Background: an optimization exercise with open tools, aiming at small area, a short achievable clock period and few clock cycles per item. Do not read the settings as production practice.
Where RTL was checked, it was by simulation tests only, not by an equivalence proof against the original.

==> flow/design.v (excerpt) <==
module math_expression_inverse #(
  parameter int W = 32
) (
  input  logic                  clk,
  input  logic                  reset,
  input  logic                  start,
  input  logic signed [2*W+3:0] q,
  input  logic                  rmd,
  input  logic signed [W-1:0]   a,
  input  logic signed [W-1:0]   b,
  input  logic signed [W-1:0]   d,
  output logic signed [W-1:0]   c,
  output logic                  valid,
  output logic                  busy,
  output logic                  err_div0,
  output logic                  inexact,
  output logic                  ovf
);
  localparam int NB = 2*W + 6;                 
  localparam int K  = 32;                      
  localparam int NC = NB / 2;                  
  localparam int CW = $clog2(NC + 1);
  localparam logic [1:0] PREP = 2'd0, FIRST = 2'd1, RUN = 2'd2;
  logic [1:0]    st;
  logic [NB-1:0] qr;      
  logic [W-1:0]  rr;      
  logic [W:0]    dx;      
  logic [W+2:0]  d3;      
  logic          sd;      
  ...
Size: about 2,400 cells after synthesis, roughly 220 flip-flops, roughly 23,000 µm² of cells after synthesis.
==> flow/config.mk <==
export PLATFORM = sky130hd
export DESIGN_NAME = math_expression_inverse
export DESIGN_NICKNAME = math_expression_inverse
export VERILOG_FILES = /design/flow/design.v
export SDC_FILE = /design/flow/constraint.sdc
export NUM_CORES = 4
export LEC_CHECK = 0
export CAP_MARGIN = 20
export CORE_MARGIN = 2
export CORE_UTILIZATION = 40
export CTS_BUF_LIST = sky130_fd_sc_hd__clkbuf_8
export SETUP_SLACK_MARGIN = 4.0
export SLEW_MARGIN = 20
==> flow/constraint.sdc <==
create_clock -name core_clock -period 8.5 [get_ports {clk}]
set_input_delay 1.7000 -clock core_clock [delete_from_list [all_inputs] [get_ports {clk}]]
set_output_delay 1.7000 -clock core_clock [all_outputs]
set_load 0.01 [all_outputs]
standard.sh (not shown) runs the stock make flow with config.mk's settings and CLKGATE_MAP_FILE= SYNTH_SCRIPT=/design/flow/synth_recipe.tcl, a recipe that flattens the netlist after the stock synthesis.
==> flow/flow/run.sh <==
#!/bin/bash
# The standard layout, with the port buffers made from the smallest buffer cell
# (buf_1) instead of the cell buffer_ports picks by default. Every port is still buffered.
set -euo pipefail
cd "$(dirname "$0")/.."
export BUFFER_PORTS_ARGS="-buffer_cell sky130_fd_sc_hd__buf_1"
bash standard.sh > flow_standard.log 2>&1
Then changed:
--- a/flow/design.v
+++ b/flow/design.v
@@ -35,26 +35,37 @@
   logic          nz3;     
   logic [W-1:0]  qm;      
   logic          sy_r, sel_r, div0_r;
   logic dc;
   assign dc = ~sd;
   function automatic logic ones(input logic [W+3:0] a, input logic [W+3:0] b, input logic ci);
     ones = &(~(a ^ b) ~^ {a[W+2:0] & b[W+2:0], ci});
   endfunction
   logic [W:0]    d1_s;
   logic          d1_co;
   mei_add #(.N(W+1)) u_d1 (.a({a[W-1], a}), .b(~{b[W-1], b}), .ci(1'b1), .s(d1_s), .co(d1_co));
-  logic [NB-1:0] n_s;
-  logic          n_co, n_sg;
-  mei_add #(.N(NB)) u_n (.a(qr), .b({{(NB-W-2){rr[W-1]}}, rr, 2'b00}), .ci(1'b0), .s(n_s), .co(n_co));
-  assign n_sg = n_s[NB-1];
+  localparam int NL = W + 2;
+  logic [NB-1:0]    n_s;
+  logic [NL-1:0]    n_lo;
+  logic [NB-NL-1:0] qh, qh_p1, qh_m1, n_hi;
+  logic             n_c, n_inc, n_dec, n_sg, qh_p1_co, qh_m1_co;
+  mei_add #(.N(NL)) u_n (.a(qr[NL-1:0]), .b({rr, 2'b00}), .ci(1'b0), .s(n_lo), .co(n_c));
+  assign qh    = qr[NB-1:NL];
+  assign n_inc = n_c & ~rr[W-1];
+  assign n_dec = ~n_c & rr[W-1];
+  mei_add #(.N(NB-NL)) u_nh (.a(qh), .b({(NB-NL){n_dec}}), .ci(n_inc), .s(n_hi), .co(qh_p1_co));
+  assign qh_p1 = '0;
+  assign qh_m1 = '0;
+  assign qh_m1_co = 1'b0;
+  assign n_s   = {n_hi, n_lo};
+  assign n_sg  = qh[NB-NL-1] ^ ((~|qh) & n_dec) ^ ((&qh) & n_inc);
   logic [W+1:0] d_t;
   logic         d_t_co, first, restore, f_top, d_is1, d_is2;
   mei_add #(.N(W+2)) u_t (.a({2'b00, rr}), .b({dx[W], dx}), .ci(dc), .s(d_t), .co(d_t_co));
   assign first   = (st == FIRST);
   assign restore = first & ~d_t[W+1];
   assign f_top   = ones({4'b0000, rr}, {{3{dx[W]}}, dx}, dc);      
   assign d_is1   = (&dx[W:1]) & (dx[0] == sd);                     
   assign d_is2   = (&dx[W:2]) & (dx[1] == sd) & (dx[0] != sd);     
   logic          x1, x2;
   logic [W:0]    rsh;            
   logic [W+1:0]  rsh4;           
=> The changed run ran to the end with no violations. Count of clock-buffer cells in the layout stays the same. Wire length drops by 1.4%. Non-clock buffer count goes down by 19. Global-route usage hardly moves. Design area shrinks by about 0.8%. Synthesized area fell by about 0.43%. Worst setup slack degrades by 950 ps. Clock skew goes down by 9.4 ps.
No run of this note included a check of the RTL's function; only the layout flow was run.

========
The RTL this note starts from:
==> flow/design.v <==
module math_expression_inverse #(
  parameter int W = 32
) (
  input  logic                  clk,
  input  logic                  reset,
  input  logic                  start,
  input  logic signed [2*W+3:0] q,
  input  logic                  rmd,
  input  logic signed [W-1:0]   a,
  input  logic signed [W-1:0]   b,
  input  logic signed [W-1:0]   d,
  output logic signed [W-1:0]   c,
  output logic                  valid,
  output logic                  busy,
  output logic                  err_div0,
  output logic                  inexact,
  output logic                  ovf
);
  localparam int NB = 2*W + 6;                 
  localparam int K  = 32;                      
  localparam int NC = NB / 2;                  
  localparam int CW = $clog2(NC + 1);
  localparam logic [1:0] PREP = 2'd0, FIRST = 2'd1, RUN = 2'd2;
  logic [1:0]    st;
  logic [NB-1:0] qr;      
  logic [W-1:0]  rr;      
  logic [W:0]    dx;      
  logic [W+2:0]  d3;      
  logic          sd;      
  logic          sn;      
  logic [CW-1:0] cnt;
  logic [1:0]    r3;      
  logic          ff;      
  logic          nz;      
  logic          nz3;     
  logic [W-1:0]  qm;      
  logic          sy_r, sel_r, div0_r;
  logic dc;
  assign dc = ~sd;
  function automatic logic ones(input logic [W+3:0] a, input logic [W+3:0] b, input logic ci);
    ones = &(~(a ^ b) ~^ {a[W+2:0] & b[W+2:0], ci});
  endfunction
  logic [NB-1:0] n_s;
  logic [W:0]    d1_s;
  logic n_co, d1_co;
  mei_add #(.N(NB)) u_n (.a(qr), .b({{(NB-W-2){rr[W-1]}}, rr, 2'b00}), .ci(1'b0), .s(n_s), .co(n_co));
  mei_add #(.N(W+1)) u_d1 (.a(dx), .b(~d3[W:0]), .ci(1'b1), .s(d1_s), .co(d1_co));
  logic [K-1:0] t_top;
  logic [W+1:0] d_t;
  logic         skip;
  assign t_top = {qr[NB-1 -: 2], qr[NB-3 -: K-2] ^ {(K-2){sn}}};
  assign d_t   = {2'b00, t_top} + {dx[W], dx} + (W+2)'(dc);
  assign skip  = (st == FIRST) & d_t[W+1];
  logic          x1, x2;
  logic [W:0]    rsh;            
  logic [W+1:0]  rsh4;           
  logic [W+1:0]  df1;            
  logic [W+3:0]  dfa, dfc;       
  logic          t1, t2, t3;
  assign x1   = qr[NB-1];
  assign x2   = qr[NB-2];
  assign rsh  = {rr, x1};
  assign rsh4 = {rr, x1, x2};
  assign df1  = {1'b0, rsh} + {dx[W], dx} + (W+2)'(dc);
  assign dfa  = {2'b00, rsh4} + {{3{dx[W]}}, dx} + (W+4)'(dc);
  assign dfc  = {2'b00, rsh4} + {d3[W+2], d3} + (W+4)'(dc);
  assign t1   = ~dfa[W+3];
  assign t2   = ~df1[W+1];
  assign t3   = ~dfc[W+3];
  logic [3:0] fk;                
  assign fk[0] = ones({2'b00, rsh4}, {{3{dx[W]}}, dx}, dc);
  assign fk[1] = ones({3'b000, rsh}, {{3{dx[W]}}, dx}, dc) & x2;
  assign fk[2] = ones({2'b00, rsh4}, {d3[W+2], d3}, dc);
  assign fk[3] = ff & x1 & x2;
  logic [3:0][1:0] q3k, r3k;
  logic [3:0]      selk, syk;
  always_comb begin
    for (int k = 0; k < 4; k++) begin
      logic [3:0] t;
      logic       dl, sy_k;
      t = {r3, 2'(k)};
      case (t)
        4'd0:  {q3k[k], r3k[k]} = {2'd0, 2'd0};
        4'd1:  {q3k[k], r3k[k]} = {2'd0, 2'd1};
        4'd2:  {q3k[k], r3k[k]} = {2'd0, 2'd2};
        4'd3:  {q3k[k], r3k[k]} = {2'd1, 2'd0};
        4'd4:  {q3k[k], r3k[k]} = {2'd1, 2'd1};
        4'd5:  {q3k[k], r3k[k]} = {2'd1, 2'd2};
        4'd6:  {q3k[k], r3k[k]} = {2'd2, 2'd0};
        4'd7:  {q3k[k], r3k[k]} = {2'd2, 2'd1};
        4'd8:  {q3k[k], r3k[k]} = {2'd2, 2'd2};
        4'd9:  {q3k[k], r3k[k]} = {2'd3, 2'd0};
        4'd10: {q3k[k], r3k[k]} = {2'd3, 2'd1};
        4'd11: {q3k[k], r3k[k]} = {2'd3, 2'd2};
        default: {q3k[k], r3k[k]} = 4'd0;     
      endcase
      dl      = sn & fk[k];
      sy_k    = (sn ^ sd) | ~(nz | (k != 0) | dl);
      syk[k]  = sy_k;
      selk[k] = sy_k ? ~((r3k[k] == 2'd2) | ((r3k[k] == 2'd1) & dl))
                     :  ((r3k[k] == 2'd0) & ~dl);
    end
  end
  logic [1:0]   y;               
  logic [W-1:0] r_nx;
  assign y    = t3 ? 2'd3 : t2 ? 2'd2 : t1 ? 2'd1 : 2'd0;
  assign r_nx = t3 ? dfc[W-1:0] : t2 ? {df1[W-2:0], x2} : t1 ? dfa[W-1:0] : {rr[W-3:0], x1, x2};
  logic       qa, qb, f_nx, sy_nx, sel_nx;
  logic [1:0] r3b;
  assign {qa, qb} = q3k[y];
  assign r3b      = r3k[y];
  assign f_nx     = fk[y];
  assign sy_nx    = syk[y];
  assign sel_nx   = selk[y];
  logic nz_nx;
  assign nz_nx    = nz | (|y);
  logic [W+2:0] d3_s;
  logic         d3_co;
  mei_add #(.N(W+3)) u_d3 (.a({dx[W], dx, dc}), .b({{2{dx[W]}}, dx}), .ci(dc), .s(d3_s), .co(d3_co));
  logic last;
  assign last  = (cnt == CW'(NC));
  assign valid = busy & (((st == RUN) & div0_r) | last);
  always_ff @(posedge clk or posedge reset) begin
    if (reset) busy <= 1'b0;
    else       busy <= busy ? ~valid : start;
  end
  always_ff @(posedge clk) begin
    if (!busy) begin
      st  <= PREP;
      qr  <= {q[2*W+3], q, rmd};
      rr  <= d;
      dx  <= {a[W-1], a};
      d3  <= {{2{b[W-1]}}, b[W-1], b};
      cnt <= '0;
      r3  <= '0;
      nz  <= 1'b0;
      nz3 <= 1'b0;
      qm  <= '1;
    end else if (st == PREP) begin
      st  <= FIRST;
      qr  <= {1'b0, n_s[NB-2] ^ n_s[NB-1], n_s[NB-3:0]};
      sn  <= n_s[NB-1];
      rr  <= '0;
      sd  <= d1_s[W];
      dx  <= d1_s[W] ? d1_s : ~d1_s;
      d3  <= ~((W+3)'(3));    
    end else if (skip) begin
      st  <= RUN;
      qr  <= {qr[NB-K-1 -: 2] ^ {2{sn}}, qr[NB-K-3:0], {K{1'b0}}};
      rr  <= W'(t_top);
      cnt <= CW'(K / 2);
      ff  <= ones({2'b00, t_top}, {{3{dx[W]}}, dx}, dc);
      div0_r <= ~sd & (&dx);
      d3  <= d3_s;
    end else begin
      if (st == FIRST) begin
        div0_r <= ~sd & (&dx);
        d3  <= d3_s;
      end
      st  <= RUN;
      qr  <= {qr[NB-3 -: 2] ^ {2{sn}}, qr[NB-5:0], qa, qb};
      qm  <= (qa | qb) ? {qr[W-3:0], qb ? {qa, 1'b0} : 2'b01} : {qm[W-3:0], 2'b11};
      rr  <= r_nx;
      cnt <= cnt + CW'(1);
      r3  <= r3b;
      nz  <= nz_nx;
      nz3 <= nz3 | qa | qb;
      ff  <= f_nx;
      sy_r  <= sy_nx;
      sel_r <= sel_nx;
    end
  end
  logic         delta, inx1, inx2, hi;
  logic [W-1:0] v;
  assign delta = sn & ff;
  assign inx1  = sn ? ~ff : (|rr);
  assign inx2  = sy_r ? ~(((r3 == 2'd2) & ~delta) | ((r3 == 2'd1) & delta))
                      : ~(((r3 == 2'd1) & ~delta) | ((r3 == 2'd0) & delta));
  assign hi    = (|(qr[NB-1 -: 2] ^ {2{sn}})) | (|qr[NB-3:W]);
  assign v     = sel_r ? qm : qr[W-1:0];
  assign c        = div0_r ? '0 : (v ^ {W{sy_r}});
  assign err_div0 = div0_r;
  assign inexact  = ~div0_r & (inx1 | inx2);
  assign ovf      = ~div0_r & (hi | (v[W-1] & (~sel_r | nz3)));
endmodule
module mei_add #(
  parameter int N = 8
) (
  input  logic [N-1:0] a,
  input  logic [N-1:0] b,
  input  logic         ci,
  output logic [N-1:0] s,
  output logic         co
);
  logic [N-1:0] p0, g0, p, g;
  always_comb begin
    p0 = a ^ b;
    g0 = a & b;
    p  = p0;
    g  = g0;
    g[0] = g0[0] | (p0[0] & ci);
    for (int i = 1; i <= $clog2(N); i++)
      for (int j = 2**i - 1; j < N; j += 2**i) begin
        g[j] = g[j] | (p[j] & g[j - 2**(i-1)]);
        p[j] = p[j] & p[j - 2**(i-1)];
      end
    for (int i = $clog2(N); i > 0; i--)
      for (int j = 2**i + 2**(i-1) - 1; j < N; j += 2**i) begin
        g[j] = g[j] | (p[j] & g[j - 2**(i-1)]);
        p[j] = p[j] & p[j - 2**(i-1)];
      end
    s  = p0 ^ {g[N-2:0], ci};
    co = g[N-1];
  end
endmodule
export LEC_CHECK = 0
export CAP_MARGIN = 20
export CORE_MARGIN = 2
export CORE_UTILIZATION = 40
export SETUP_SLACK_MARGIN = 4.0
export SLEW_MARGIN = 20
create_clock -name core_clock -period 8.5 [get_ports {clk}]
run.sh (not shown) runs the stock make flow with config.mk's settings and CLKGATE_MAP_FILE= SYNTH_SCRIPT=/design/flow/synth_recipe.tcl, a recipe that flattens the netlist after the stock synthesis.
Stock flow here: none of the scripts above is used.
Testbench counts at the start, summed over its fixed seeds: cycles 44,605, jobs 1,920.
Then changed:
--- a/flow/design.v
+++ b/flow/design.v
@@ -34,20 +34,16 @@
   logic          nz;      
   logic          nz3;     
   logic [W-1:0]  qm;      
   logic          sy_r, sel_r, div0_r;
   logic dc;
   assign dc = ~sd;
-  function automatic logic ones(input logic [W+3:0] a, input logic [W+3:0] b, input logic ci);
-    ones = &(~(a ^ b) ~^ {a[W+2:0] & b[W+2:0], ci});
-  endfunction
   logic [NB-1:0] n_s;
   logic [W:0]    d1_s;
-  logic n_co, d1_co;
-  mei_add #(.N(NB)) u_n (.a(qr), .b({{(NB-W-2){rr[W-1]}}, rr, 2'b00}), .ci(1'b0), .s(n_s), .co(n_co));
-  mei_add #(.N(W+1)) u_d1 (.a(dx), .b(~d3[W:0]), .ci(1'b1), .s(d1_s), .co(d1_co));
+  assign n_s  = qr + {{(NB-W-2){rr[W-1]}}, rr, 2'b00};
+  assign d1_s = dx - d3[W:0];
   logic [K-1:0] t_top;
   logic [W+1:0] d_t;
   logic         skip;
   assign t_top = {qr[NB-1 -: 2], qr[NB-3 -: K-2] ^ {(K-2){sn}}};
   assign d_t   = {2'b00, t_top} + {dx[W], dx} + (W+2)'(dc);
   assign skip  = (st == FIRST) & d_t[W+1];
@@ -64,12 +60,15 @@
   assign df1  = {1'b0, rsh} + {dx[W], dx} + (W+2)'(dc);
   assign dfa  = {2'b00, rsh4} + {{3{dx[W]}}, dx} + (W+4)'(dc);
   assign dfc  = {2'b00, rsh4} + {d3[W+2], d3} + (W+4)'(dc);
   assign t1   = ~dfa[W+3];
   assign t2   = ~df1[W+1];
   assign t3   = ~dfc[W+3];
+  function automatic logic ones(input logic [W+3:0] a, input logic [W+3:0] b, input logic ci);
+    ones = &(~(a ^ b) ~^ {a[W+2:0] & b[W+2:0], ci});
+  endfunction
   logic [3:0] fk;                
   assign fk[0] = ones({2'b00, rsh4}, {{3{dx[W]}}, dx}, dc);
   assign fk[1] = ones({3'b000, rsh}, {{3{dx[W]}}, dx}, dc) & x2;
   assign fk[2] = ones({2'b00, rsh4}, {d3[W+2], d3}, dc);
   assign fk[3] = ff & x1 & x2;
   logic [3:0][1:0] q3k, r3k;
@@ -111,15 +110,12 @@
   assign r3b      = r3k[y];
   assign f_nx     = fk[y];
   assign sy_nx    = syk[y];
   assign sel_nx   = selk[y];
   logic nz_nx;
   assign nz_nx    = nz | (|y);
-  logic [W+2:0] d3_s;
-  logic         d3_co;
-  mei_add #(.N(W+3)) u_d3 (.a({dx[W], dx, dc}), .b({{2{dx[W]}}, dx}), .ci(dc), .s(d3_s), .co(d3_co));
   logic last;
   assign last  = (cnt == CW'(NC));
   assign valid = busy & (((st == RUN) & div0_r) | last);
   always_ff @(posedge clk or posedge reset) begin
     if (reset) busy <= 1'b0;
     else       busy <= busy ? ~valid : start;
@@ -140,25 +136,25 @@
       st  <= FIRST;
       qr  <= {1'b0, n_s[NB-2] ^ n_s[NB-1], n_s[NB-3:0]};
       sn  <= n_s[NB-1];
       rr  <= '0;
       sd  <= d1_s[W];
       dx  <= d1_s[W] ? d1_s : ~d1_s;
-      d3  <= ~((W+3)'(3));    
+      d3  <= -(W+3)'(4);
     end else if (skip) begin
       st  <= RUN;
       qr  <= {qr[NB-K-1 -: 2] ^ {2{sn}}, qr[NB-K-3:0], {K{1'b0}}};
       rr  <= W'(t_top);
       cnt <= CW'(K / 2);
-      ff  <= ones({2'b00, t_top}, {{3{dx[W]}}, dx}, dc);
+      ff  <= &d_t;
       div0_r <= ~sd & (&dx);
-      d3  <= d3_s;
+      d3  <= {dx[W], dx, dc} + {{2{dx[W]}}, dx} + (W+3)'(dc);
     end else begin
       if (st == FIRST) begin
         div0_r <= ~sd & (&dx);
-        d3  <= d3_s;
+        d3  <= {dx[W], dx, dc} + {{2{dx[W]}}, dx} + (W+3)'(dc);    
       end
       st  <= RUN;
       qr  <= {qr[NB-3 -: 2] ^ {2{sn}}, qr[NB-5:0], qa, qb};
       qm  <= (qa | qb) ? {qr[W-3:0], qb ? {qa, 1'b0} : 2'b01} : {qm[W-3:0], 2'b11};
       rr  <= r_nx;
       cnt <= cnt + CW'(1);
@@ -180,36 +176,6 @@
   assign v     = sel_r ? qm : qr[W-1:0];
   assign c        = div0_r ? '0 : (v ^ {W{sy_r}});
   assign err_div0 = div0_r;
   assign inexact  = ~div0_r & (inx1 | inx2);
   assign ovf      = ~div0_r & (hi | (v[W-1] & (~sel_r | nz3)));
 endmodule
-module mei_add #(
-  parameter int N = 8
-) (
-  input  logic [N-1:0] a,
-  input  logic [N-1:0] b,
-  input  logic         ci,
-  output logic [N-1:0] s,
-  output logic         co
-);
-  logic [N-1:0] p0, g0, p, g;
-  always_comb begin
-    p0 = a ^ b;
-    g0 = a & b;
-    p  = p0;
-    g  = g0;
-    g[0] = g0[0] | (p0[0] & ci);
-    for (int i = 1; i <= $clog2(N); i++)
-      for (int j = 2**i - 1; j < N; j += 2**i) begin
-        g[j] = g[j] | (p[j] & g[j - 2**(i-1)]);
-        p[j] = p[j] & p[j - 2**(i-1)];
-      end
-    for (int i = $clog2(N); i > 0; i--)
-      for (int j = 2**i + 2**(i-1) - 1; j < N; j += 2**i) begin
-        g[j] = g[j] | (p[j] & g[j - 2**(i-1)]);
-        p[j] = p[j] & p[j - 2**(i-1)];
-      end
-    s  = p0 ^ {g[N-2:0], ci};
-    co = g[N-1];
-  end
-endmodule
The new run finished with timing, DRC and antenna clean; count of clock-buffer cells in the layout drops by 6; wire length climbs by 12%; clock skew is lower by 0.013 ns; synthesized cell count rises by 21%.
Function not checked in the second run of this note: the RTL went through the layout flow alone.

[port drivers added, routing unchanged]
How much do the figures lean on ideal ports? The routed layouts below were timed once more, with nothing changed but the port constraints.
Step 1 (the two cells are an assumption about what drives the block):
set clk [get_ports {clk}]
set_driving_cell -lib_cell sky130_fd_sc_hd__clkbuf_16 $clk
set_driving_cell -lib_cell sky130_fd_sc_hd__buf_2 [delete_from_list [all_inputs] $clk]
Step 2 adds t to the input delays and takes it off the output delays; t is the mean of the earliest and latest rising clock arrival at the registers after step 1. Input paths then give back, and output paths get back, about the clock's delay inside the block.
Three values: ideal ports, drivers, drivers and shift; two values: the first two.
| run | shift t [ns] | setup WS [ns] | pins driven straight from the clock port |
|---|---|---|---|
| the first run of note 1 | 0.712 | 3.790 / 3.790 / 3.481 | 1 |
| the second run of note 1 | 0.704 | 2.841 / 2.841 / 2.841 | 1 |
| the first run of note 2 | 0.689 | 4.029 / 3.964 / 4.029 | 1 |
| the second run of note 2 | 0.690 | 3.987 / 3.982 / 3.987 | 1 |
After both steps every run listed still meets setup and hold. For the first run of note 1, which loses most, drivers alone change the setup slack by 0.000 ns; drivers and shift together by -0.309 ns.
